Background: an optimization exercise with open tools, aiming at small area, a short achievable clock period and few clock cycles per item. Do not read the settings as production practice. Function was checked by simulation only, so behaviour that the tests miss may differ from the original. No activity file was given, so power comes from the tool's default toggle rates.

**flow/design.v**
```verilog
module dmem_ctrl (
  input  logic        clk,
  input  logic        rst_n,
  input  logic        req_valid,
  output logic        req_ready,
  input  logic        req_we,
  input  logic [1:0]  req_size,
  input  logic        req_unsigned,
  input  logic [31:0] req_addr,
  input  logic [31:0] req_wdata,
  output logic        rsp_valid,
  input  logic        rsp_ready,
  output logic [31:0] rsp_rdata,
  output logic        rsp_err
);
  localparam int NW = 100;    
  logic       accept, take;
  logic       req_ready_q;
  logic [2:0] cnt_q;          
  assign accept = req_valid && req_ready_q;
  assign take   = rsp_valid && rsp_ready;
  logic cur_err;
  assign cur_err = (req_size == 2'b11) ||
                   (req_size == 2'b01 && req_addr[0]) ||
                   (req_size == 2'b10 && req_addr[1:0] != 2'b00) ||
                   (|req_addr[31:9]) ||
                   (req_addr[8] && req_addr[7] && (req_addr[6] || req_addr[5] || req_addr[4]));
  logic [3:0] be_in;
  always_comb begin
    case (req_size)
      2'b00:   be_in = 4'b0001 << req_addr[1:0];
      2'b01:   be_in = req_addr[1] ? 4'b1100 : 4'b0011;
      default: be_in = 4'b1111;
    endcase
  end
  logic        v0_q;           
  logic [3:0]  be0_q;          
  logic [31:0] wd0_q;          
  logic [NW-1:0] sel0_q;       
  logic        ld0_q;          
  logic        err0_q;
  logic [1:0]  lane0_q, size0_q;
  logic        uns0_q;
  always_ff @(posedge clk or negedge rst_n) begin
    if (!rst_n) begin
      v0_q  <= 1'b0;
      be0_q <= 4'b0;
    end else begin
      v0_q  <= accept;
      be0_q <= (accept && req_we && !cur_err) ? be_in : 4'b0;
    end
  end
  always_ff @(posedge clk) begin
    for (int w = 0; w < NW; w++) sel0_q[w] <= (req_addr[8:2] == 7'(w));
    lane0_q <= req_addr[1:0];
    size0_q <= req_size;
    uns0_q  <= req_unsigned;
    ld0_q   <= !req_we && !cur_err;
    err0_q  <= cur_err;
    case (req_size)
      2'b00:   wd0_q <= {4{req_wdata[7:0]}};
      2'b01:   wd0_q <= {2{req_wdata[15:0]}};
      default: wd0_q <= req_wdata;
    endcase
  end
  logic [NW-1:0][31:0] mem;
  logic [3:0][31:0]    part;           
  for (genvar w = 0; w < NW; w++) begin : g_word
    for (genvar b = 0; b < 4; b++) begin : g_byte
      always_ff @(posedge clk)
        if (sel0_q[w] && be0_q[b]) mem[w][8*b +: 8] <= wd0_q[8*b +: 8];
    end
  end
  always_comb begin
    part = '0;
    for (int w = 0; w < NW; w++) part[w / 25] = part[w / 25] | (mem[w] & {32{sel0_q[w]}});
  end
  logic [3:0] b0sel, sgsel;
  logic [1:0] b1sel;
  logic       hisel, ext1, ext2;
  always_comb begin
    b0sel = 4'b0;
    b1sel = 2'b0;
    sgsel = 4'b0;
    hisel = 1'b0;
    ext1  = 1'b0;
    ext2  = 1'b0;
    if (ld0_q) begin
      case (size0_q)
        2'b00: begin
          b0sel = 4'b0001 << lane0_q;
          sgsel = uns0_q ? 4'b0 : (4'b0001 << lane0_q);
          ext1  = 1'b1;
          ext2  = 1'b1;
        end
        2'b01: begin
          b0sel = lane0_q[1] ? 4'b0100 : 4'b0001;
          b1sel = lane0_q[1] ? 2'b10 : 2'b01;
          sgsel = uns0_q ? 4'b0 : (lane0_q[1] ? 4'b1000 : 4'b0010);
          ext2  = 1'b1;
        end
        default: begin
          b0sel = 4'b0001;
          b1sel = 2'b01;
          hisel = 1'b1;
        end
      endcase
    end
  end
  logic        v1_q;
  logic [3:0][31:0] part1_q;
  logic [3:0]  quar1_q;        
  logic        err1_q;
  logic [3:0]  b0sel1_q, sgsel1_q;
  logic [1:0]  b1sel1_q;
  logic        hisel1_q, ext11_q, ext21_q;
  always_ff @(posedge clk or negedge rst_n) begin
    if (!rst_n) v1_q <= 1'b0;
    else        v1_q <= v0_q;
  end
  always_ff @(posedge clk) begin
    part1_q  <= part;
    quar1_q  <= {|sel0_q[99:75], |sel0_q[74:50], |sel0_q[49:25], |sel0_q[24:0]};
    err1_q   <= err0_q;
    b0sel1_q <= b0sel;
    b1sel1_q <= b1sel;
    sgsel1_q <= sgsel;
    hisel1_q <= hisel;
    ext11_q  <= ext1;
    ext21_q  <= ext2;
  end
  logic [31:0] res_rdata;
  logic [31:0] word2;
  logic        sgn;
  always_comb begin
    word2 = (part1_q[0] & {32{quar1_q[0]}}) | (part1_q[1] & {32{quar1_q[1]}}) |
            (part1_q[2] & {32{quar1_q[2]}}) | (part1_q[3] & {32{quar1_q[3]}});
    sgn = |(sgsel1_q & {word2[31], word2[23], word2[15], word2[7]});
    res_rdata[7:0] = 8'd0;
    for (int k = 0; k < 4; k++)
      res_rdata[7:0] = res_rdata[7:0] | (word2[8*k +: 8] & {8{b0sel1_q[k]}});
    res_rdata[15:8]  = (word2[15:8] & {8{b1sel1_q[0]}}) |
                       (word2[31:24] & {8{b1sel1_q[1]}}) |
                       {8{ext11_q & sgn}};
    res_rdata[31:16] = (word2[31:16] & {16{hisel1_q}}) | {16{ext21_q & sgn}};
  end
  logic             hv_q;           
  logic [31:0]      hd_q;           
  logic             he_q;           
  logic [3:0][31:0] qd_q;
  logic [3:0]       qe_q;
  logic [1:0]       wp_q, rp_q;
  logic [2:0]       qc_q;
  logic       push, pop, show_new;
  logic [1:0] rp_n;
  logic [2:0] qc_d;
  assign push     = v1_q;
  assign pop      = take;
  assign qc_d     = qc_q + {2'b0, push} - {2'b0, pop};
  assign rp_n     = rp_q + {1'b0, pop};
  assign show_new = (qc_q == 3'd0) || (qc_q == 3'd1 && pop);
  always_ff @(posedge clk or negedge rst_n) begin
    if (!rst_n) begin
      hv_q <= 1'b0;
      wp_q <= 2'd0;
      rp_q <= 2'd0;
      qc_q <= 3'd0;
    end else begin
      hv_q <= (qc_d != 3'd0);
      if (push) wp_q <= wp_q + 2'd1;
      rp_q <= rp_n;
      qc_q <= qc_d;
    end
  end
  always_ff @(posedge clk) begin
    if (show_new) begin
      hd_q <= res_rdata;
      he_q <= err1_q;
    end else begin
      hd_q <= qd_q[rp_n];
      he_q <= qe_q[rp_n];
    end
    for (int k = 0; k < 4; k++)
      if (push && wp_q == 2'(k)) begin
        qd_q[k] <= res_rdata;
        qe_q[k] <= err1_q;
      end
  end
  logic [2:0] cnt_d;
  assign cnt_d = cnt_q + {2'b0, accept} - {2'b0, take};
  always_ff @(posedge clk or negedge rst_n) begin
    if (!rst_n) begin
      cnt_q       <= 3'd0;
      req_ready_q <= 1'b0;    
    end else begin
      cnt_q       <= cnt_d;
      req_ready_q <= (cnt_d < 3'd4);
    end
  end
  assign req_ready = req_ready_q;
  assign rsp_valid = hv_q;
  assign rsp_rdata = hd_q;
  assign rsp_err   = he_q;
endmodule
```
**flow/run.sh**
```bash
#!/bin/bash
# synth_recipe.tcl (not shown) runs the flow's synth.tcl, then flattens the netlist and writes it again
# the make line also repeats each setting of config.mk as NAME=value (left out here)
make -C /OpenROAD-flow-scripts/flow DESIGN_CONFIG=/design/flow/config.mk WORK_HOME=/design/flow/orfs CLKGATE_MAP_FILE= SYNTH_SCRIPT=/design/flow/synth_recipe.tcl finish
```
**flow/config.mk**
```make
export PLATFORM = sky130hd
export DESIGN_NAME = dmem_ctrl
export DESIGN_NICKNAME = dmem_ctrl
export VERILOG_FILES = /design/flow/design.v
export SDC_FILE = /design/flow/constraint.sdc
export NUM_CORES = 4
export LEC_CHECK = 0
export CAP_MARGIN = 20
export CORE_MARGIN = 2
export CORE_UTILIZATION = 50
export CTS_CLUSTER_DIAMETER = 60
export CTS_CLUSTER_SIZE = 30
export PLACE_DENSITY = 0.6
export SETUP_SLACK_MARGIN = 3.5
export SLEW_MARGIN = 20
```
**flow/constraint.sdc**
```tcl
create_clock -name core_clock -period 6.0 [get_ports {clk}]
set_input_delay 1.2000 -clock core_clock [delete_from_list [all_inputs] [get_ports {clk}]]
set_output_delay 1.2000 -clock core_clock [all_outputs]
set_load 0.01 [all_outputs]
```
==> flow_summary.yaml, run 1 <==
die:
  dieHeight_um: 515
  row_count: 187
  ioPinCount: 107
  start_util_pct: 50.3
  die_w_um: 515
  core_mm2: 0.260
  die-area_mm2: 0.266
timing:
  rsz0062_at_grt: "true"
  fmax_ghz: 0.382
  fin_crit_sh_pct: 43.6
  finalHoldViolCount: 0
  holdWs_ps: 366
  setup_viol: 0
  tns_ps: 0
  finalClockSkew_ps: 44.4
  period_needed_ps: 2620
  drv_slew: 0
  worst_pin_slew_ps: 1060
  maxSlewHeadroom_pct: 29.2
power:
  p_leak_nw: 44.6
  ir_drop_mv: 0.301
  power_density_mw_per_mm2: 333
yosys:
  synth_warnings: 1
  synth_top_area_cell: "edfxtp_1"
  synth.distinct_cells: 55
  yosys.area_share.simple_pct: 5.15
  synth.mux.area_fraction_pct: 0.844
  netlist.area_leader.share_pct: 76.5
  synth_seq_area_share_pct: 81.7
  synth_ff_type: "edfxtp_1"
  synth_most_common_cell: "edfxtp_1"
  synth_fa_ha_area_share_pct: 0.117
  ys_ff_latch: 3668
  synthXorXnorAreaFrac_pct: 0.0402
  synth_top_family_by_area: "compound AO/OA/AOI/OAI gates"
  netlist_area_mm2: 0.131
  synth_area_leaders: "edfxtp_1, a22oi_1, dfxtp_1"
  synth-edff-count: 3332
  syn_inst: 7222
  synth-async-reset-ratio_pct: 0.491
  synth_compound_area_share_pct: 10.6
  synthTopCellsByCount: "edfxtp_1, a22oi_1, and2_1"
  synth_fp_nets: 7305
  avgSynthCellArea_um2: 18.1
cts:
  cts_sinks: 3668
  clkLatencyLatePin_ps: 910
  clk_pin_slew_ps: 100
  cts_buffers: 193
  htree_levels: 4
  cts_hold_buffers: 0
  cts_max_path_buffers: 3
  cts-root-buf: "clkbuf_16"
  cts_tree: "done"
worst_setup_path:
  crit_path_end_kind: "output pin"
  crit_start: "hd_q[1]"
  r2r_start: "sel0_q[25]"
  r2r_slack_ps: 3500
  required_ps: 4800
  max_stage_delay_ps: 400
  r2r_cells: 5
  crit_chain: "buf_6"
  crit_path_max_fanout: 1
  critPathArrivalTime_ps: 1420
  criticalPathCategory: "reg -> out"
  critPathBufInv: 1
  path_delay_family: "flip-flops"
  slowest_stage: "dfxtp_4"
  start_kind: "flop"
  r2r_end: "part1_q[39]"
detailed_routing:
  wl_um: 398000
  wire_per_inst_um: 36.6
  avgViaCountPerCell: 6.70
  via_count: 72783
  drc_errors: 0
  postRouteAntennaNets: 0
  drt-initial-drc-count: 11869
  first_pass_iters: 6
hold_path:
  hold_end: "err1_q"
  hp-class: "reg -> reg"
  hold_depth: 0
  min_from: "err0_q"
finish:
  fin_nets: 7276
  instances_no_fill: 10871
  drive_above_1_share_pct: 11.6
  final_util_pct: 55.2
  area_growth_pct: 9.66
  seq_area_mm2: 0.107
  fill_cells: 19810
  multiInputGateArea_mm2: 0.0221
  design_area_mm2: 0.143
placed_design:
  gp_congestion: 0.912
  dp_cells: 10481
  portBuffers: 106
  hpwl_um: 239000
  dpl_cell_area_mm2: 0.136
outcome:
  outcome: "no timing/DRC/antenna violations"
global_route:
  antenna_found_initial: 23
  met2_usage_pct: 47.0
  grt_max_degree: 78
  gr-total-overflow: 0
  grt_pass1_wl_um: 551000
  grt.total_usage_pct: 29.6
  grt_pass1_vias: 69532
  top_usage_layer: "met2"
  grtUsageMet3_pct: 5.08
  grt_util_met1_pct: 42.0
job:
  drv_cap: 0
## sequential cells by signal, indices dropped and copies added, names as in the netlist, 3 cells and up
register  cells
part1_q     128
sel0_q      100
mem        3200
quar1_q       4
be0_q         4
sgsel1_q      4
qe_q          4
cnt_q         3
qc_q          3
b0sel1_q      4
qd_q        128
hd_q         32
wd0_q        32
## layout by cell type, fill, tap and decap left out, drive strengths merged, types with 8 or more instances in the layout
cell	n
edfxtp	3332
a22oi	968
and2	408
dfxtp	318
nand4	262
a22o	256
a221oi	256
nor2	242
clkbuf	219
buf	202
nand3	164
a222oi	128
nand2	116
inv	95
clkdlybuf4s50	70
clkinv	56
mux2	54
a21boi	29
nor4	27
mux4	18
dfrtp	18
diode	14
o2111ai	14
o21ai	10
mux2i	9
o211ai	9
nor3	9
ha	9
a2111o	8
## kinds of logic after synthesis
family / count (synthesis)
DFF: 3668
xor gates and xnor gates: 6
buffers and inverters: 512
and+or+nand+nor: 1250
muxes: 81
AOI/OAI and AO/OA: 1694
adders and majority gates: 11
## stage by stage
stage / total power, mW / setup WS, ps
2_1_floorplan: 30.6 / 3200
3_3_place_gp: 31.8 / 2020
4_1_cts: 47.9 / 3330
6_report: 47.8 / 3380
5_1_grt: 49.0 / 3330
3_5_place_dp: 31.9 / 1960
## per-layer routing
metal  routed length, um  part of all wire, %
met4               14100                  3.5
met1              155000                   39
met5                  55                0.014
met2              187000                   47
met3               41300                   10
## how the worst max path moves through the flow
stage / to / slack, ps / cells past startpoint
after floorplan: hv_q / 3200 / 9
after global placement: hd_q[4] / 2020 / 6
after detailed placement: hd_q[4] / 1960 / 6
after CTS: rsp_valid / 3330 / 1
after global routing: req_ready / 3330 / 1
final: rsp_rdata[1] / 3380 / 1
## power breakdown
part | leakage [nW] | internal, mW | switching [mW]
clock | 3.47 | 7.03 | 9.22
combinational | 8.26 | 1.04 | 1.53
sequential | 32.8 | 28.4 | 0.606
## repair_timing
action	CTS	global route
pin swaps	2	2
gates resized for setup	247	17
setup buffers	12	0
setup endpoints to repair	1212	147
gates cloned	1	0
## cell type report
| class | instances | area share (%) |
|---|---|---|
| multi-input combinational | 3043 | 15.4 |
| clock inverter | 144 | 1.41 |
| clock buffer | 219 | 3.60 |
| timing repair buffer | 273 | 1.73 |
| sequential | 3668 | 74.8 |
| tap | 3496 | 3.05 |
| antenna | 14 | 0.0244 |
| inverter | 14 | 0.0366 |
Testbench counts, summed over its fixed seeds: cycles 24,024, items 24,000.
==> run 2, diff against run 1 <==
--- a/flow/config.mk
+++ b/flow/config.mk
@@ -9,6 +9,6 @@
 export CORE_MARGIN = 2
-export CORE_UTILIZATION = 50
+export CORE_UTILIZATION = 55
 export CTS_CLUSTER_DIAMETER = 60
 export CTS_CLUSTER_SIZE = 30
-export PLACE_DENSITY = 0.6
+export PLACE_DENSITY = 0.65
 export SETUP_SLACK_MARGIN = 3.5
==> run 2 against run 1 <==
  * Flip-flop and latch count unchanged
  * Die area is 9.0% lower
  * Setup slack worse by 34 ps
  * Still clean on timing, DRC and antenna
  * Utilization increased by 4.9 points
  * Fmax decreased by 1.3%
  * Combinational power shrank 2%
==> flow_summary.yaml, run 2 <==
worst_setup_path:
  start_kind: "flop"
  criticalPathCategory: "reg -> out"
  critPathArrivalTime_ps: 1450
  max_stage_delay_ps: 430
  crit_chain: "buf_6"
  path_delay_family: "flip-flops"
  slowest_stage: "dfrtp_1"
  crit_path_end_kind: "output pin"
  crit_path_max_fanout: 2
  required_ps: 4800
  critPathBufInv: 1
global_route:
  grt_pass1_vias: 68922
  grt_max_degree: 101
  grt_pass1_wl_um: 534000
  antenna_found_initial: 24
  grt.total_usage_pct: 31.2
  gr-total-overflow: 0
power:
  p_leak_nw: 44.3
  power_density_mw_per_mm2: 331
  ir_drop_mv: 0.341
yosys:
  synth-edff-count: 3332
  synth_area_leaders: "edfxtp_1, a22oi_1, dfxtp_1"
  synth_fp_nets: 7305
  ys_ff_latch: 3668
  synth-async-reset-ratio_pct: 0.491
  syn_inst: 7222
  netlist_area_mm2: 0.131
  synth_most_common_cell: "edfxtp_1"
  synth_seq_area_share_pct: 81.7
  synth_ff_type: "edfxtp_1"
  synthTopCellsByCount: "edfxtp_1, a22oi_1, and2_1"
  avgSynthCellArea_um2: 18.1
  synth_top_area_cell: "edfxtp_1"
  synth.distinct_cells: 55
  synth_warnings: 1
  netlist.area_leader.share_pct: 76.5
detailed_routing:
  postRouteAntennaNets: 0
  avgViaCountPerCell: 6.93
  wl_um: 384000
  wire_per_inst_um: 36.5
  via_count: 72843
  drc_errors: 0
  first_pass_iters: 9
  drt-initial-drc-count: 12119
placed_design:
  portBuffers: 106
  dp_cells: 10143
  gp_congestion: 0.920
  dpl_cell_area_mm2: 0.135
  hpwl_um: 227000
die:
  core_mm2: 0.237
  row_count: 179
  ioPinCount: 107
  dieHeight_um: 492
  die_w_um: 492
  start_util_pct: 55.1
  die-area_mm2: 0.242
timing:
  fin_crit_sh_pct: 44.2
  holdWs_ps: 365
  worst_pin_slew_ps: 1140
  drv_slew: 0
  rsz0062_at_grt: "true"
  tns_ps: 0
  finalClockSkew_ps: 36.6
  setup_viol: 0
  maxSlewHeadroom_pct: 23.8
  period_needed_ps: 2650
  finalHoldViolCount: 0
  fmax_ghz: 0.377
cts:
  cts-root-buf: "clkbuf_16"
  cts_buffers: 189
  htree_levels: 4
  cts_sinks: 3668
  cts_max_path_buffers: 3
  clkLatencyLatePin_ps: 880
  clk_pin_slew_ps: 100
  cts_tree: "done"
finish:
  instances_no_fill: 10509
  top_register: "mem"
  area_growth_pct: 8.93
  largest_reg_flops: 3200
  fill_cells: 16940
  layout_commonest_cell: "edfxtp_1"
  fin_nets: 7255
  reg_top3: "mem x3200, part1_q x128, qd_q x128"
  drive_above_1_share_pct: 11.3
  final_util_pct: 60.1
  layout_common_cells: "edfxtp_1, a22oi_1, and2_1"
  design_area_mm2: 0.142
hold_path:
  hp-class: "reg -> reg"
outcome:
  outcome: "no timing/DRC/antenna violations"
job:
  drv_cap: 0
[run 2: cells by family (layout without fill, tap and decap cells)]
| group | count (synthesis) | after routing | share of synthesized area (%) |
|---|---|---|---|
| compound gates | 1694 | 1694 | 10.6 |
| xor+xnor | 6 | 6 | 0.0402 |
| fa+ha+maj | 11 | 11 | 0.117 |
| buf+inv | 512 | 624 | 1.53 |
| flops | 3668 | 3668 | 81.7 |
| mux | 81 | 81 | 0.844 |
| other cells | 0 | 8 | 0 |
| simple gates | 1250 | 1250 | 5.15 |
[run 2: area by class of cell]
| type | count | area [um^2] | share of cell area, % |
|---|---|---|---|
| clock buffer | 205 | 4900 | 3.44 |
| tap | 3167 | 3960 | 2.78 |
| inverter | 14 | 52.6 | 0.0369 |
| clock inverter | 148 | 1980 | 1.39 |
| sequential | 3668 | 107000 | 75.3 |
| antenna | 8 | 20.0 | 0.0141 |
| multi-input combinational | 3042 | 22000 | 15.5 |
| timing repair buffer | 257 | 2300 | 1.62 |
[run 2: stage by stage]
stage	power (mW)	worst slack (ps)
after floorplan	30.6	3200
after global placement	31.8	2110
after detailed placement	31.9	2100
after CTS	47.2	3290
after global routing	48.3	3300
final	47.1	3350
[run 2: worst paths after layout]
kind / startpoint / to / slack, ps / cells after the start
min: v0_q / v1_q / 370 / 0
max: hv_q / rsp_valid / 3350 / 1
min in group asynchronous: rst_n / be0_q[1] / 800 / 1
max in group asynchronous: rst_n / be0_q[3] / 4570 / 1
max reg2reg: quar1_q[1] / hd_q[5] / 3420 / 5
min reg2reg: v0_q / v1_q / 370 / 0
[run 2: power breakdown]
part / internal, mW / total [mW] / leakage [nW] / switching, mW
logic: 0.969 / 2.51 / 8.14 / 1.54
clock network: 6.63 / 15.7 / 3.32 / 9.08
registers: 28.4 / 28.9 / 32.8 / 0.536
[run 2: repair_timing]
item                        CTS  global route
setup buffers                 2             3
pin swaps                     1             6
hold buffers                  0             0
resized for setup           242            15
setup endpoints to repair  1309           335
[run 2: routing by layer]
layer	wire, um	global-route usage, %
met1	143000	44.2
met2	181000	49.1
met3	44200	5.67
met4	15100	10.9
met5	29	0
==> run 3, diff against run 2 <==
--- a/flow/config.mk
+++ b/flow/config.mk
@@ -9,7 +9,7 @@
 export CORE_MARGIN = 2
-export CORE_UTILIZATION = 55
+export CORE_UTILIZATION = 60
 export CTS_CLUSTER_DIAMETER = 60
 export CTS_CLUSTER_SIZE = 30
-export PLACE_DENSITY = 0.65
-export SETUP_SLACK_MARGIN = 3.5
+export PLACE_DENSITY = 0.7
+export SETUP_SLACK_MARGIN = 3.55
 export SLEW_MARGIN = 20
==> run 3 against run 2 <==
  * Combinational power hardly changed
  * Count of clock-buffer cells in the layout is 5 higher
  * Critical path type unchanged
  * Design area is 0.48% lower
  * Synthesized area stayed put
  * Wire length is 2.6% lower
  * Largest cell class unchanged
  * Cell count is 3.1% lower
  * Register-to-register slack better by 90 ps
  * Non-clock buffer count is 7 higher
  * Flip-flop and latch count stayed put
  * Largest power group unchanged
  * Still clean on timing, DRC and antenna
==> flow_summary.yaml, run 3 <==
placed_design:
  gp_congestion: 0.926
  portBuffers: 106
  hpwl_um: 217000
power:
  ir_drop_mv: 0.386
  finalPower_mw: 46.7
  power_density_mw_per_mm2: 329
  p_leak_nw: 44.2
finish:
  fin_nets: 7255
  largest_reg_flops: 3200
  drive_above_1_share_pct: 11.1
  layout_common_cells: "edfxtp_1, a22oi_1, and2_1"
  top_register: "mem"
  fill_cells: 14378
  area_growth_pct: 8.42
  layout_commonest_cell: "edfxtp_1"
  reg_top3: "mem x3200, part1_q x128, qd_q x128"
worst_setup_path:
  max_stage_delay_ps: 410
  critPathBufInv: 1
  criticalPathCategory: "reg -> out"
  slowest_stage: "dfrtp_1"
  crit_chain: "buf_6"
  path_delay_family: "flip-flops"
  required_ps: 4800
  start_kind: "flop"
  crit_path_end_kind: "output pin"
  crit_path_max_fanout: 2
  critPathArrivalTime_ps: 1400
outcome:
  outcome: "no timing/DRC/antenna violations"
yosys:
  syn_inst: 7222
  synth-edff-count: 3332
  netlist_area_mm2: 0.131
  synth_seq_area_share_pct: 81.7
  avgSynthCellArea_um2: 18.1
  synth_fp_nets: 7305
  synth_area_leaders: "edfxtp_1, a22oi_1, dfxtp_1"
  synth_ff_type: "edfxtp_1"
  synth.distinct_cells: 55
  netlist.area_leader.share_pct: 76.5
  synth_most_common_cell: "edfxtp_1"
  synth_warnings: 1
  synthTopCellsByCount: "edfxtp_1, a22oi_1, and2_1"
  synth_top_area_cell: "edfxtp_1"
  ys_ff_latch: 3668
  synth-async-reset-ratio_pct: 0.491
global_route:
  gr-total-overflow: 0
  grt_pass1_wl_um: 523000
  grt.total_usage_pct: 33.3
  grt_pass1_vias: 69638
  grt_max_degree: 92
  antenna_found_initial: 28
timing:
  worst_pin_slew_ps: 1190
  fmax_ghz: 0.385
  fin_crit_sh_pct: 43.3
  rsz0062_at_grt: "true"
  setup_viol: 0
  period_needed_ps: 2600
  tns_ps: 0
  drv_slew: 0
  finalHoldViolCount: 0
  maxSlewHeadroom_pct: 20.9
  finalClockSkew_ps: 37.6
detailed_routing:
  drt-initial-drc-count: 12945
  drc_errors: 0
  wl_um: 373000
  postRouteAntennaNets: 0
  wire_per_inst_um: 36.7
  first_pass_iters: 10
  avgViaCountPerCell: 7.22
  via_count: 73510
cts:
  cts_max_path_buffers: 3
  cts-root-buf: "clkbuf_16"
  cts_buffers: 181
  cts_tree: "done"
  cts_hold_buffers: 0
  clk_pin_slew_ps: 90
  clkLatencyLatePin_ps: 890
  htree_levels: 4
  cts_sinks: 3668
die:
  ioPinCount: 107
  row_count: 171
  die_w_um: 471
  start_util_pct: 60.3
  dieHeight_um: 471
  core_mm2: 0.217
  die-area_mm2: 0.222
hold_path:
  hp-class: "reg -> reg"
job:
  drv_cap: 0
[run 3: cell count changes in the layout (fill, tap and decap cells not counted), sizes merged]
cell and delta:
bufinv +4, clkdlybuf4s50 -3, dlymetal6s2s +2, clkinvlp -2
clkbuf +5, diode -1, buf +7, inv -15
xor2 +1, dlygate4sd2 +1, clkinv -14
[run 3: routing by layer]
metal | track usage [%] | part of all wire (%) | vias to the layer above | wire length [um]
li1 | - | - | 29617 | -
met2 | 51.7 | 47 | 5651 | 174000
met4 | 11.8 | 4.2 | 8 | 15800
met3 | 6.77 | 13 | 782 | 49300
met1 | 47.4 | 36 | 37452 | 135000
met5 | 0 | 0.011 | - | 41
[run 3: final cells by class]
cell class / count / area (um^2) / share of cell area, %
Clock buffer: 210 / 4790 / 3.37
Antenna cell: 7 / 17.5 / 0.0124
Multi-Input combinational cell: 3043 / 22100 / 15.6
Clock inverter: 121 / 1710 / 1.21
Tap cell: 2854 / 3570 / 2.52
Timing Repair Buffer: 264 / 2350 / 1.66
Sequential cell: 3668 / 107000 / 75.6
Inverter: 14 / 52.6 / 0.0371
[run 3: worst paths after layout]
kind	from	end	slack, ps	depth (start not counted)
worst min register to register	v0_q	v1_q	360	0
worst max-delay path	hv_q	rsp_valid	3400	1
max in group asynchronous	rst_n	be0_q[3]	4470	1
min in group asynchronous	rst_n	rp_q[1]	850	1
worst max register to register	sel0_q[49]	part1_q[51]	3510	5
worst min-delay path	v0_q	v1_q	360	0
[run 3: power breakdown]
group / internal [mW] / switching, mW / leakage (nW) / total [mW]
clock network: 6.53 / 8.73 / 3.14 / 15.3
logic: 1.00 / 1.50 / 8.20 / 2.50
registers: 28.4 / 0.522 / 32.8 / 28.9
[run 3: what timing repair did]
item | 4_1_cts | 5_1_grt
pin swaps | 4 | 3
setup endpoints to repair | 1003 | 179
gates resized for setup | 242 | 12
gates cloned | 1 | 0
buffers inserted | 5 | 2
[run 3: kinds of logic (layout without fill, tap and decap cells)]
logic type | Yosys count | after routing | share of synthesized area (%)
flops | 3668 | 3668 | 81.7
compound gates | 1694 | 1694 | 10.6
simple gates | 1250 | 1250 | 5.15
buf+inv | 512 | 609 | 1.53
mux | 81 | 81 | 0.844
fa+ha+maj | 11 | 11 | 0.117
xor+xnor | 6 | 7 | 0.0402
other cells | 0 | 7 | 0
[run 3: per-stage QoR]
step | setup WS (ps) | area [um^2] | util [%] | instances | hold WS (ps)
after floorplan | 3200 | 131000 | - | 7222 | 310
after global placement | 1900 | 135000 | 62.2 | 9835 | 336
after detailed placement | 1890 | 135000 | 62.2 | 9835 | 340
after CTS | 3330 | 142000 | 65.3 | 10172 | 361
after global routing | 3340 | 142000 | 65.4 | 10176 | 361
final | 3400 | 142000 | 65.4 | 10181 | 357
==> run 4, diff against run 3 <==
--- a/flow/config.mk
+++ b/flow/config.mk
@@ -9,7 +9,7 @@
 export CORE_MARGIN = 2
-export CORE_UTILIZATION = 60
+export CORE_UTILIZATION = 65
 export CTS_CLUSTER_DIAMETER = 60
 export CTS_CLUSTER_SIZE = 30
-export PLACE_DENSITY = 0.7
-export SETUP_SLACK_MARGIN = 3.55
+export PLACE_DENSITY = 0.75
+export SETUP_SLACK_MARGIN = 3.6
 export SLEW_MARGIN = 20
==> run 4 against run 3 <==
  * Utilization up 5.5 points
  * Cell count fell by 1.8%
  * Global-route usage increased by 2.8 points
  * Wire length fell by 0.74%
  * Sequential share of layout area is 0.098 points higher
==> flow_summary.yaml, run 4 <==
outcome:
  outcome: "no timing/DRC/antenna violations"
power:
  combPwrFrac_pct: 5.5
  seqPwrFrac_pct: 61.8
  power.share.clock_pct: 32.7
  switching_share_pct: 23.1
  p_switching_mw: 10.8
  ir_drop_mv: 0.341
  finalPower_mw: 46.8
  p_leak_nw: 44.2
  power_density_mw_per_mm2: 330
  p_int_mw: 35.9
worst_setup_path:
  required_ps: 4800
  slowest_stage: "dfrtp_1"
  crit_path_max_fanout: 2
  critPathBufInv: 1
  crit_chain: "buf_6"
  max_stage_delay_ps: 410
  criticalPathCategory: "reg -> out"
  crit_path_end_kind: "output pin"
  critPathArrivalTime_ps: 1430
  path_delay_family: "flip-flops"
  start_kind: "flop"
placed_design:
  portBuffers: 106
  hpwl_um: 218000
  pre_cts_slack_ps: 1950
  dpl_cell_area_mm2: 0.135
  dp_cells: 9636
  gp_congestion: 0.930
yosys:
  syn_inst: 7222
  synth-async-reset-ratio_pct: 0.491
  synth_most_common_cell: "edfxtp_1"
  synth_ff_type: "edfxtp_1"
  netlist_area_mm2: 0.131
  synthTopCellsByCount: "edfxtp_1, a22oi_1, and2_1"
  synth-edff-count: 3332
  synth_warnings: 1
  synth_top_area_cell: "edfxtp_1"
  ys_ff_latch: 3668
  avgSynthCellArea_um2: 18.1
  netlist.area_leader.share_pct: 76.5
  synth_area_leaders: "edfxtp_1, a22oi_1, dfxtp_1"
  synth.distinct_cells: 55
  synth_seq_area_share_pct: 81.7
  synth_fp_nets: 7305
cts:
  cts_buffers: 180
  cts_max_path_buffers: 3
  cts_tree: "done"
  clk_pin_slew_ps: 100
  cts-root-buf: "clkbuf_16"
  clkLatencyLatePin_ps: 910
  htree_levels: 4
  cts_sinks: 3668
detailed_routing:
  drc_errors: 0
  wl_um: 371000
  wire_per_inst_um: 37.1
  postRouteAntennaNets: 0
  avgViaCountPerCell: 7.42
  via_count: 74151
  drt-initial-drc-count: 13735
  first_pass_iters: 9
finish:
  design_area_mm2: 0.142
  largest_reg_flops: 3200
  drive_above_1_share_pct: 11.0
  instances_no_fill: 9998
  top_register: "mem"
  multiInputGateArea_mm2: 0.0221
  layout_common_cells: "edfxtp_1, a22oi_1, and2_1"
  fill_cells: 11933
  reg_top3: "mem x3200, part1_q x128, qd_q x128"
  layout_commonest_cell: "edfxtp_1"
  seq_area_mm2: 0.107
  final_util_pct: 70.9
  fin_nets: 7253
  area_growth_pct: 8.28
die:
  core_mm2: 0.200
  ioPinCount: 107
  die-area_mm2: 0.205
  start_util_pct: 65.4
  dieHeight_um: 453
  die_w_um: 453
  row_count: 164
timing:
  finalHoldViolCount: 0
  fin_crit_sh_pct: 43.9
  setup_viol: 0
  rsz0062_at_grt: "true"
  maxSlewHeadroom_pct: 23.1
  finalClockSkew_ps: 48.2
  holdWs_ps: 347
  period_needed_ps: 2630
  setup_ws_ps: 3370
  worst_pin_slew_ps: 1150
  fmax_ghz: 0.380
  drv_slew: 0
  tns_ps: 0
global_route:
  grt.total_usage_pct: 36.1
  grt_max_degree: 101
  gr-total-overflow: 0
  antenna_found_initial: 27
  grt_pass1_vias: 70886
  grt_pass1_wl_um: 522000
hold_path:
  hp-class: "reg -> reg"
job:
  drv_cap: 0
run 4: cell families after synthesis:
logic type               synth area share [%]
buffers and inverters                    1.53
AND/OR/NAND/NOR                          5.15
AO/OA/AOI/OAI                            10.6
flip-flops                               81.7
multiplexers                            0.844
adder cells (fa/ha/maj)                 0.117
XOR/XNOR                               0.0402
run 4: area by class of cell:
| class | instances | area share (%) |
|---|---|---|
| Antenna cell | 18 | 0.0318 |
| Clock buffer | 208 | 3.39 |
| Clock inverter | 128 | 1.27 |
| Inverter | 14 | 0.0371 |
| Multi-Input combinational cell | 3043 | 15.6 |
| Sequential cell | 3668 | 75.7 |
| Tap cell | 2656 | 2.35 |
| Timing Repair Buffer | 263 | 1.65 |
run 4: repair_timing:
action | in CTS | in global routing
hold buffers | 0 | 0
pin swaps | 7 | 1
buffers inserted | 7 | 0
gates cloned | 1 | 0
endpoints found under the setup margin | 1877 | 145
gates resized for setup | 238 | 18
run 4: per-layer routing:
metal | GRT usage [%] | up-vias | share of wire [%]
li1 | - | 29596 | -
met1 | 50.3 | 37463 | 34
met2 | 55.0 | 6102 | 46
met3 | 8.25 | 982 | 14
met4 | 16.9 | 8 | 5.3
met5 | 0 | - | 0.015
run 4: path summary, 6_finish.rpt:
check                            from          end  slack (ps)  cells after the start
min in group asynchronous       rst_n      rp_q[1]         780                      1
hold / removal                 err0_q       err1_q         350                      0
setup / recovery                 hv_q    rsp_valid        3370                      1
hold reg to reg                err0_q       err1_q         350                      0
setup reg to reg           sel0_q[34]  part1_q[41]        3530                      5
max in group asynchronous       rst_n     be0_q[2]        4610                      1
run 4: power groups by stage:
stage / registers [mW] / logic [mW] / clock network, mW
after floorplan: 29.3 / 1.30 / 0
after global placement: 29.4 / 2.35 / 0
after detailed placement: 29.4 / 2.41 / 0
after CTS: 28.9 / 2.52 / 15.3
after global routing: 28.9 / 2.70 / 16.1
final: 28.9 / 2.56 / 15.3

[what the ideal ports hide]
The results above use ideal ports. As a check the final layouts listed here were re-extracted and re-timed, cells and wires unchanged. Step 1, drivers: a clkbuf_16 drives clk and a buf_2 each remaining input, both assumed. Step 2 also shifts input and output timing later by t, the mid clock arrival at the registers, as if the neighbouring blocks saw the same clock. a / b / c = no drivers / after step 1 / after step 2; a / b = the first two.
run	t, ns	setup slack, ns	worst hold slack (ns)	worst setup path at the end	clock arrival spread, ns
run 1	0.984	3.385 / 3.284 / 2.630	0.366 / 0.366 / 0.366	input to register	0.056 / 0.055
run 2	0.964	3.350 / 3.254 / 2.601	0.365 / 0.365 / 0.365	input to register	0.044 / 0.043
run 3	0.960	3.401 / 3.311 / 2.538	0.357 / 0.357 / 0.357	input to register	0.039 / 0.039
run 4	0.972	3.368 / 3.279 / 2.748	0.347 / 0.347 / 0.347	input to register	0.052 / 0.051
After both steps setup and hold are still met in every run listed. The setup slack of run 3, which loses most, moves by -0.090 ns with the drivers and by -0.863 ns with both steps.
